Context: an optimization exercise on an open-source flow, tuned for small area and a short achievable clock period. The choices shown serve that exercise and are no tape-out recipe.
Where RTL was checked, it was by simulation tests only, not by an equivalence proof against the original.
Power and IR drop assume default switching activity.

// fpu_ss_multi_scoreboard
module fpu_ss_multi_scoreboard #(
    parameter int NB_CORES     = 2,
    parameter int NUM_REGS     = 32,
    parameter int CNT_W        = 2,
    parameter int MAX_INFLIGHT = 8,
    parameter int IN_ORDER_WB  = 1,
    localparam int CORE_W      = (NB_CORES > 1) ? $clog2(NB_CORES) : 1,
    localparam int REG_W       = $clog2(NUM_REGS),
    localparam int INF_W       = $clog2(MAX_INFLIGHT + 1)
) (
    input  logic                clk_i,
    input  logic                rst_ni,
    input  logic                disp_valid_i,
    output logic                disp_ready_o,
    input  logic [CORE_W-1:0]   disp_core_i,
    input  logic [3*REG_W-1:0]  disp_rs_i,
    input  logic [2:0]          disp_rs_use_i,
    input  logic [REG_W-1:0]    disp_rd_i,
    input  logic                disp_rd_fp_i,
    input  logic                fpu_wb_valid_i,
    input  logic [CORE_W-1:0]   fpu_wb_core_i,
    input  logic [REG_W-1:0]    fpu_wb_rd_i,
    input  logic                lsu_wb_valid_i,
    input  logic [CORE_W-1:0]   lsu_wb_core_i,
    input  logic [REG_W-1:0]    lsu_wb_rd_i,
    output logic [5:0]          fwd_sel_o,
    output logic [INF_W-1:0]    inflight_o,
    output logic                err_o
);
==> module fpu_ss_multi_scoreboard, before the edit <==
module fpu_ss_multi_scoreboard #(
    parameter int NB_CORES     = 2,
    parameter int NUM_REGS     = 32,
    parameter int CNT_W        = 2,
    parameter int MAX_INFLIGHT = 8,
    parameter int IN_ORDER_WB  = 1,
    localparam int CORE_W      = (NB_CORES > 1) ? $clog2(NB_CORES) : 1,
    localparam int REG_W       = $clog2(NUM_REGS),
    localparam int INF_W       = $clog2(MAX_INFLIGHT + 1)
) (
    input  logic                clk_i,
    input  logic                rst_ni,
    input  logic                disp_valid_i,
    output logic                disp_ready_o,
    input  logic [CORE_W-1:0]   disp_core_i,
    input  logic [3*REG_W-1:0]  disp_rs_i,
    input  logic [2:0]          disp_rs_use_i,
    input  logic [REG_W-1:0]    disp_rd_i,
    input  logic                disp_rd_fp_i,
    input  logic                fpu_wb_valid_i,
    input  logic [CORE_W-1:0]   fpu_wb_core_i,
    input  logic [REG_W-1:0]    fpu_wb_rd_i,
    input  logic                lsu_wb_valid_i,
    input  logic [CORE_W-1:0]   lsu_wb_core_i,
    input  logic [REG_W-1:0]    lsu_wb_rd_i,
    output logic [5:0]          fwd_sel_o,
    output logic [INF_W-1:0]    inflight_o,
    output logic                err_o
);
    localparam int NS    = MAX_INFLIGHT;
    localparam int TAG_W = CORE_W + REG_W;
    logic [TAG_W-1:0] tag_q [NS];
    logic [CNT_W-1:0] cnt_q [NS];
    logic [INF_W-1:0] inflight_q;
    logic             err_q;
    logic [NS-1:0]    live, one, full, core_m, rd_m, fpu_m, lsu_m, fpu_fw, lsu_fw, blk;
    logic [NS-1:0]    alloc, inc_s, fpu_s, lsu_s;
    logic [NS-1:0]    rs_m [3];
    logic [2:0]       raw_haz;
    logic [5:0]       fwd_sel;
    logic             hazard, inc, rd_hit, rd_full, fpu_hit, fpu_multi, lsu_hit;
    logic             same_tgt, fpu_ok, lsu_ok, err_set;
    always_comb begin
        for (int s = 0; s < NS; s++) begin
            live[s]   = (cnt_q[s] != '0);
            one[s]    = (cnt_q[s] == CNT_W'(1));
            full[s]   = (cnt_q[s] == '1);
            core_m[s] = live[s] && (tag_q[s][REG_W +: CORE_W] == disp_core_i);
            rd_m[s]   = core_m[s] && (tag_q[s][REG_W-1:0] == disp_rd_i);
            fpu_m[s]  = fpu_wb_valid_i && live[s] && (tag_q[s] == {fpu_wb_core_i, fpu_wb_rd_i});
            lsu_m[s]  = lsu_wb_valid_i && live[s] && (tag_q[s] == {lsu_wb_core_i, lsu_wb_rd_i});
            fpu_fw[s] = one[s] && fpu_m[s] && !lsu_m[s];
            lsu_fw[s] = one[s] && lsu_m[s] && !fpu_m[s];
            blk[s]    = live[s] && !fpu_fw[s] && !lsu_fw[s];
            for (int i = 0; i < 3; i++)
                rs_m[i][s] = disp_rs_use_i[i] && core_m[s]
                          && (tag_q[s][REG_W-1:0] == disp_rs_i[i*REG_W +: REG_W]);
        end
        for (int i = 0; i < 3; i++) begin
            raw_haz[i]       = |(rs_m[i] & blk);
            fwd_sel[2*i]     = |(rs_m[i] & fpu_fw);
            fwd_sel[2*i + 1] = |(rs_m[i] & lsu_fw);
        end
    end
    always_comb begin
        rd_full  = |(rd_m & full);
        hazard   = (|raw_haz) || (disp_rd_fp_i && (rd_full || inflight_q[INF_W-1]));
        inc      = disp_valid_i && !hazard && disp_rd_fp_i;
        rd_hit   = |rd_m;
        fpu_hit   = |fpu_m;
        fpu_multi = |(fpu_m & ~one);
        lsu_hit   = |lsu_m;
        same_tgt  = fpu_wb_valid_i && lsu_wb_valid_i
                 && (fpu_wb_core_i == lsu_wb_core_i) && (fpu_wb_rd_i == lsu_wb_rd_i);
        fpu_ok    = fpu_hit;
        lsu_ok    = same_tgt ? fpu_multi : lsu_hit;
        err_set   = (fpu_wb_valid_i && !fpu_ok) || (lsu_wb_valid_i && !lsu_ok);
        for (int s = 0; s < NS; s++) begin
            alloc[s] = !live[s];
            for (int t = 0; t < s; t++)
                if (!live[t]) alloc[s] = 1'b0;
        end
        inc_s = {NS{inc}} & (rd_hit ? rd_m : alloc);
        fpu_s = fpu_m;
        lsu_s = {NS{lsu_ok}} & lsu_m;
    end
    assign disp_ready_o = !hazard;
    assign fwd_sel_o    = fwd_sel;
    assign inflight_o   = inflight_q;
    assign err_o        = err_q;
    always_ff @(posedge clk_i) begin
        for (int s = 0; s < NS; s++)
            if (!live[s])
                tag_q[s] <= {disp_core_i, disp_rd_i};
    end
    always_ff @(posedge clk_i or negedge rst_ni) begin
        if (!rst_ni) begin
            for (int s = 0; s < NS; s++)
                cnt_q[s] <= '0;
            inflight_q <= '0;
            err_q      <= 1'b0;
        end else begin
            for (int s = 0; s < NS; s++)
                cnt_q[s] <= cnt_q[s] + CNT_W'(inc_s[s]) - CNT_W'(fpu_s[s]) - CNT_W'(lsu_s[s]);
            inflight_q <= inflight_q + INF_W'(inc) - INF_W'(fpu_ok) - INF_W'(lsu_ok);
            if (err_set)
                err_q <= 1'b1;
        end
    end
endmodule
Settings: LEC_CHECK=0, CAP_MARGIN=20, CORE_MARGIN=2, CORE_UTILIZATION=60, PLACE_DENSITY=0.75, SETUP_SLACK_MARGIN=4, SLEW_MARGIN=20; clock period 10.0 ns.
standard.sh (not shown) runs the stock make flow with config.mk's settings and CLKGATE_MAP_FILE= SYNTH_SCRIPT=/design/flow/synth_recipe.tcl, a recipe that flattens the netlist after the stock synthesis.
==> flow/flow/run.sh <==
#!/bin/bash
# The standard layout, with the port buffers made as buf_4 cells instead of the
# resizer's default pick, so the ports do not start out behind slow delay cells.
set -euo pipefail
bash standard.sh "BUFFER_PORTS_ARGS=-buffer_cell sky130_fd_sc_hd__buf_4" ${EXTRA_VARS:-} finish > orfs_finish.log 2>&1
The first run completed with no timing, DRC or antenna violations.
Edit:
--- a/flow/design.v
+++ b/flow/design.v
@@ -32,9 +32,10 @@
     logic [TAG_W-1:0] tag_q [NS];
     logic [CNT_W-1:0] cnt_q [NS];
     logic [INF_W-1:0] inflight_q;
     logic             err_q;
-    logic [NS-1:0]    live, one, full, core_m, rd_m, fpu_m, lsu_m, fpu_fw, lsu_fw, blk;
+    logic [NS-1:0]    live, one, full, core_m, rd_m, fpu_m, lsu_m;
+    logic [2:0]       rs_fh, rs_lh, rs_nz, rs_one;
     logic [NS-1:0]    alloc, inc_s, fpu_s, lsu_s;
     logic [NS-1:0]    rs_m [3];
     logic [2:0]       raw_haz;
     logic [5:0]       fwd_sel;
@@ -48,19 +49,21 @@
             core_m[s] = live[s] && (tag_q[s][REG_W +: CORE_W] == disp_core_i);
             rd_m[s]   = core_m[s] && (tag_q[s][REG_W-1:0] == disp_rd_i);
             fpu_m[s]  = fpu_wb_valid_i && live[s] && (tag_q[s] == {fpu_wb_core_i, fpu_wb_rd_i});
             lsu_m[s]  = lsu_wb_valid_i && live[s] && (tag_q[s] == {lsu_wb_core_i, lsu_wb_rd_i});
-            fpu_fw[s] = one[s] && fpu_m[s] && !lsu_m[s];
-            lsu_fw[s] = one[s] && lsu_m[s] && !fpu_m[s];
-            blk[s]    = live[s] && !fpu_fw[s] && !lsu_fw[s];
             for (int i = 0; i < 3; i++)
-                rs_m[i][s] = disp_rs_use_i[i] && core_m[s]
-                          && (tag_q[s][REG_W-1:0] == disp_rs_i[i*REG_W +: REG_W]);
+                rs_m[i][s] = core_m[s] && (tag_q[s][REG_W-1:0] == disp_rs_i[i*REG_W +: REG_W]);
         end
         for (int i = 0; i < 3; i++) begin
-            raw_haz[i]       = |(rs_m[i] & blk);
-            fwd_sel[2*i]     = |(rs_m[i] & fpu_fw);
-            fwd_sel[2*i + 1] = |(rs_m[i] & lsu_fw);
+            rs_fh[i] = fpu_wb_valid_i && (fpu_wb_core_i == disp_core_i)
+                    && (fpu_wb_rd_i == disp_rs_i[i*REG_W +: REG_W]);
+            rs_lh[i] = lsu_wb_valid_i && (lsu_wb_core_i == disp_core_i)
+                    && (lsu_wb_rd_i == disp_rs_i[i*REG_W +: REG_W]);
+            rs_nz[i] = disp_rs_use_i[i] && (|rs_m[i]);
+            rs_one[i] = |(rs_m[i] & one);
+            raw_haz[i]       = rs_nz[i] && !(rs_one[i] && (rs_fh[i] ^ rs_lh[i]));
+            fwd_sel[2*i]     = rs_nz[i] && rs_one[i] && rs_fh[i] && !rs_lh[i];
+            fwd_sel[2*i + 1] = rs_nz[i] && rs_one[i] && rs_lh[i] && !rs_fh[i];
         end
     end
     always_comb begin
         rd_full  = |(rd_m & full);
What happened: Design area goes down by a few percent. Power goes down by a few percent. Clock-buffer cell count goes down by 4. Hold slack gets better by 0.021 ns. Worst setup slack gets better by 0.17 ns. Global-route usage goes down by 1.8 points. First-iteration DRC count goes down by a quarter to a third.
No functional check of the RTL was part of the first run of this note.

========
RTL: one of the versions met above, not the one the previous note started from.
For scale: ~800 cells after synthesis, roughly 69 flip-flops, roughly 54 I/O pins.
==> module fpu_ss_multi_scoreboard, before the edit <==
module fpu_ss_multi_scoreboard #(
    parameter int NB_CORES     = 2,
    parameter int NUM_REGS     = 32,
    parameter int CNT_W        = 2,
    parameter int MAX_INFLIGHT = 8,
    parameter int IN_ORDER_WB  = 1,
    localparam int CORE_W      = (NB_CORES > 1) ? $clog2(NB_CORES) : 1,
    localparam int REG_W       = $clog2(NUM_REGS),
    localparam int INF_W       = $clog2(MAX_INFLIGHT + 1)
) (
    input  logic                clk_i,
    input  logic                rst_ni,
    input  logic                disp_valid_i,
    output logic                disp_ready_o,
    input  logic [CORE_W-1:0]   disp_core_i,
    input  logic [3*REG_W-1:0]  disp_rs_i,
    input  logic [2:0]          disp_rs_use_i,
    input  logic [REG_W-1:0]    disp_rd_i,
    input  logic                disp_rd_fp_i,
    input  logic                fpu_wb_valid_i,
    input  logic [CORE_W-1:0]   fpu_wb_core_i,
    input  logic [REG_W-1:0]    fpu_wb_rd_i,
    input  logic                lsu_wb_valid_i,
    input  logic [CORE_W-1:0]   lsu_wb_core_i,
    input  logic [REG_W-1:0]    lsu_wb_rd_i,
    output logic [5:0]          fwd_sel_o,
    output logic [INF_W-1:0]    inflight_o,
    output logic                err_o
);
    localparam int NS    = MAX_INFLIGHT;
    localparam int TAG_W = CORE_W + REG_W;
    logic [TAG_W-1:0] tag_q [NS];
    logic [CNT_W-1:0] cnt_q [NS];
    logic [INF_W-1:0] inflight_q;
    logic             err_q;
    logic [NS-1:0]    live, one, full, core_m, rd_m, fpu_m, lsu_m;
    logic [2:0]       rs_fh, rs_lh, rs_nz, rs_one;
    logic [NS-1:0]    alloc, inc_s, fpu_s, lsu_s;
    logic [NS-1:0]    rs_m [3];
    logic [2:0]       raw_haz;
    logic [5:0]       fwd_sel;
    logic             hazard, inc, rd_hit, rd_full, fpu_hit, fpu_multi, lsu_hit;
    logic             same_tgt, fpu_ok, lsu_ok, err_set;
    always_comb begin
        for (int s = 0; s < NS; s++) begin
            live[s]   = (cnt_q[s] != '0);
            one[s]    = (cnt_q[s] == CNT_W'(1));
            full[s]   = (cnt_q[s] == '1);
            core_m[s] = live[s] && (tag_q[s][REG_W +: CORE_W] == disp_core_i);
            rd_m[s]   = core_m[s] && (tag_q[s][REG_W-1:0] == disp_rd_i);
            fpu_m[s]  = fpu_wb_valid_i && live[s] && (tag_q[s] == {fpu_wb_core_i, fpu_wb_rd_i});
            lsu_m[s]  = lsu_wb_valid_i && live[s] && (tag_q[s] == {lsu_wb_core_i, lsu_wb_rd_i});
            for (int i = 0; i < 3; i++)
                rs_m[i][s] = core_m[s] && (tag_q[s][REG_W-1:0] == disp_rs_i[i*REG_W +: REG_W]);
        end
        for (int i = 0; i < 3; i++) begin
            rs_fh[i] = fpu_wb_valid_i && (fpu_wb_core_i == disp_core_i)
                    && (fpu_wb_rd_i == disp_rs_i[i*REG_W +: REG_W]);
            rs_lh[i] = lsu_wb_valid_i && (lsu_wb_core_i == disp_core_i)
                    && (lsu_wb_rd_i == disp_rs_i[i*REG_W +: REG_W]);
            rs_nz[i] = disp_rs_use_i[i] && (|rs_m[i]);
            rs_one[i] = |(rs_m[i] & one);
            raw_haz[i]       = rs_nz[i] && !(rs_one[i] && (rs_fh[i] ^ rs_lh[i]));
            fwd_sel[2*i]     = rs_nz[i] && rs_one[i] && rs_fh[i] && !rs_lh[i];
            fwd_sel[2*i + 1] = rs_nz[i] && rs_one[i] && rs_lh[i] && !rs_fh[i];
        end
    end
    always_comb begin
        rd_full  = |(rd_m & full);
        hazard   = (|raw_haz) || (disp_rd_fp_i && (rd_full || inflight_q[INF_W-1]));
        inc      = disp_valid_i && !hazard && disp_rd_fp_i;
        rd_hit   = |rd_m;
        fpu_hit   = |fpu_m;
        fpu_multi = |(fpu_m & ~one);
        lsu_hit   = |lsu_m;
        same_tgt  = fpu_wb_valid_i && lsu_wb_valid_i
                 && (fpu_wb_core_i == lsu_wb_core_i) && (fpu_wb_rd_i == lsu_wb_rd_i);
        fpu_ok    = fpu_hit;
        lsu_ok    = same_tgt ? fpu_multi : lsu_hit;
        err_set   = (fpu_wb_valid_i && !fpu_ok) || (lsu_wb_valid_i && !lsu_ok);
        for (int s = 0; s < NS; s++) begin
            alloc[s] = !live[s];
            for (int t = 0; t < s; t++)
                if (!live[t]) alloc[s] = 1'b0;
        end
        inc_s = {NS{inc}} & (rd_hit ? rd_m : alloc);
        fpu_s = fpu_m;
        lsu_s = {NS{lsu_ok}} & lsu_m;
    end
    assign disp_ready_o = !hazard;
    assign fwd_sel_o    = fwd_sel;
    assign inflight_o   = inflight_q;
    assign err_o        = err_q;
    always_ff @(posedge clk_i) begin
        for (int s = 0; s < NS; s++)
            if (!live[s])
                tag_q[s] <= {disp_core_i, disp_rd_i};
    end
    always_ff @(posedge clk_i or negedge rst_ni) begin
        if (!rst_ni) begin
            for (int s = 0; s < NS; s++)
                cnt_q[s] <= '0;
            inflight_q <= '0;
            err_q      <= 1'b0;
        end else begin
            for (int s = 0; s < NS; s++)
                cnt_q[s] <= cnt_q[s] + CNT_W'(inc_s[s]) - CNT_W'(fpu_s[s]) - CNT_W'(lsu_s[s]);
            inflight_q <= inflight_q + INF_W'(inc) - INF_W'(fpu_ok) - INF_W'(lsu_ok);
            if (err_set)
                err_q <= 1'b1;
        end
    end
endmodule
export LEC_CHECK = 0
export CAP_MARGIN = 20
export CORE_MARGIN = 2
export CORE_UTILIZATION = 60
export CTS_BUF_LIST = sky130_fd_sc_hd__clkbuf_8
export PLACE_DENSITY = 0.75
export SETUP_SLACK_MARGIN = 3.75
export SLEW_MARGIN = 20
create_clock -name core_clock -period 10.0 [get_ports {clk_i}]
Scripts as last shown in full above: flow/flow/run.sh
Rerun with:
--- a/flow/design.v
+++ b/flow/design.v
@@ -32,11 +32,11 @@
     logic [TAG_W-1:0] tag_q [NS];
     logic [CNT_W-1:0] cnt_q [NS];
     logic [INF_W-1:0] inflight_q;
     logic             err_q;
     logic [NS-1:0]    live, one, full, core_m, rd_m, fpu_m, lsu_m;
-    logic [2:0]       rs_fh, rs_lh, rs_nz, rs_one;
+    logic [2:0]       rs_fh, rs_lh, rs_one;
     logic [NS-1:0]    alloc, inc_s, fpu_s, lsu_s;
     logic [NS-1:0]    rs_m [3];
     logic [2:0]       raw_haz;
     logic [5:0]       fwd_sel;
     logic             hazard, inc, rd_hit, rd_full, fpu_hit, fpu_multi, lsu_hit;
@@ -56,15 +56,14 @@
         for (int i = 0; i < 3; i++) begin
             rs_fh[i] = fpu_wb_valid_i && (fpu_wb_core_i == disp_core_i)
                     && (fpu_wb_rd_i == disp_rs_i[i*REG_W +: REG_W]);
             rs_lh[i] = lsu_wb_valid_i && (lsu_wb_core_i == disp_core_i)
                     && (lsu_wb_rd_i == disp_rs_i[i*REG_W +: REG_W]);
-            rs_nz[i] = disp_rs_use_i[i] && (|rs_m[i]);
             rs_one[i] = |(rs_m[i] & one);
-            raw_haz[i]       = rs_nz[i] && !(rs_one[i] && (rs_fh[i] ^ rs_lh[i]));
-            fwd_sel[2*i]     = rs_nz[i] && rs_one[i] && rs_fh[i] && !rs_lh[i];
-            fwd_sel[2*i + 1] = rs_nz[i] && rs_one[i] && rs_lh[i] && !rs_fh[i];
+            raw_haz[i]       = disp_rs_use_i[i] && |(rs_m[i] & ~(one & {NS{rs_fh[i] ^ rs_lh[i]}}));
+            fwd_sel[2*i]     = disp_rs_use_i[i] && rs_one[i] && rs_fh[i] && !rs_lh[i];
+            fwd_sel[2*i + 1] = disp_rs_use_i[i] && rs_one[i] && rs_lh[i] && !rs_fh[i];
         end
     end
     always_comb begin
         rd_full  = |(rd_m & full);
         hazard   = (|raw_haz) || (disp_rd_fp_i && (rd_full || inflight_q[INF_W-1]));
Effect:
- The new run completed with no timing, DRC or antenna violations
- total power grows by 6.9%
- via count grows by 7.5%
- die area grows by 1.2%
- worst setup slack is worse by 0.074 ns
- final area grows by 1.5%
- synthesized cell count grows by 3.5%
- synthesized area grows by 1.3%
- non-clock buffer count shrinks by 4
- sequential power grows by 8.8%
Only the layout flow was run in the second run of this note; the RTL was not checked for function there.

[afterwards: timing with drivers on the ports]
The results above use ideal ports. As a check the final layouts listed here were re-extracted and re-timed, cells and wires unchanged.
Step 1: set_driving_cell puts a clkbuf_16 on clk_i and a buf_2 on each other input, an assumption about the parent block.
Step 2, shift: input delay + t, output delay - t, t = (earliest + latest rising clock arrival at the registers) / 2. This alone moves slack from input paths to output paths.
Three values: no drivers, after step 1, after step 2; two values: the first two.
run	t, ns	setup slack, ns	worst register clock-pin slew, ns
the first run of note 1	0.386	3.863 / 3.798 / 3.798	0.06 / 0.06
the second run of note 1	0.397	4.029 / 3.908 / 3.908	0.06 / 0.06
the first run of note 2	0.412	3.887 / 3.862 / 3.862	0.09 / 0.09
the second run of note 2	0.384	3.813 / 3.789 / 3.789	0.08 / 0.08
After both steps setup and hold are still met in every run listed. The setup slack of the second run of note 1, which loses most, moves by -0.121 ns with the drivers and by -0.121 ns with both steps.
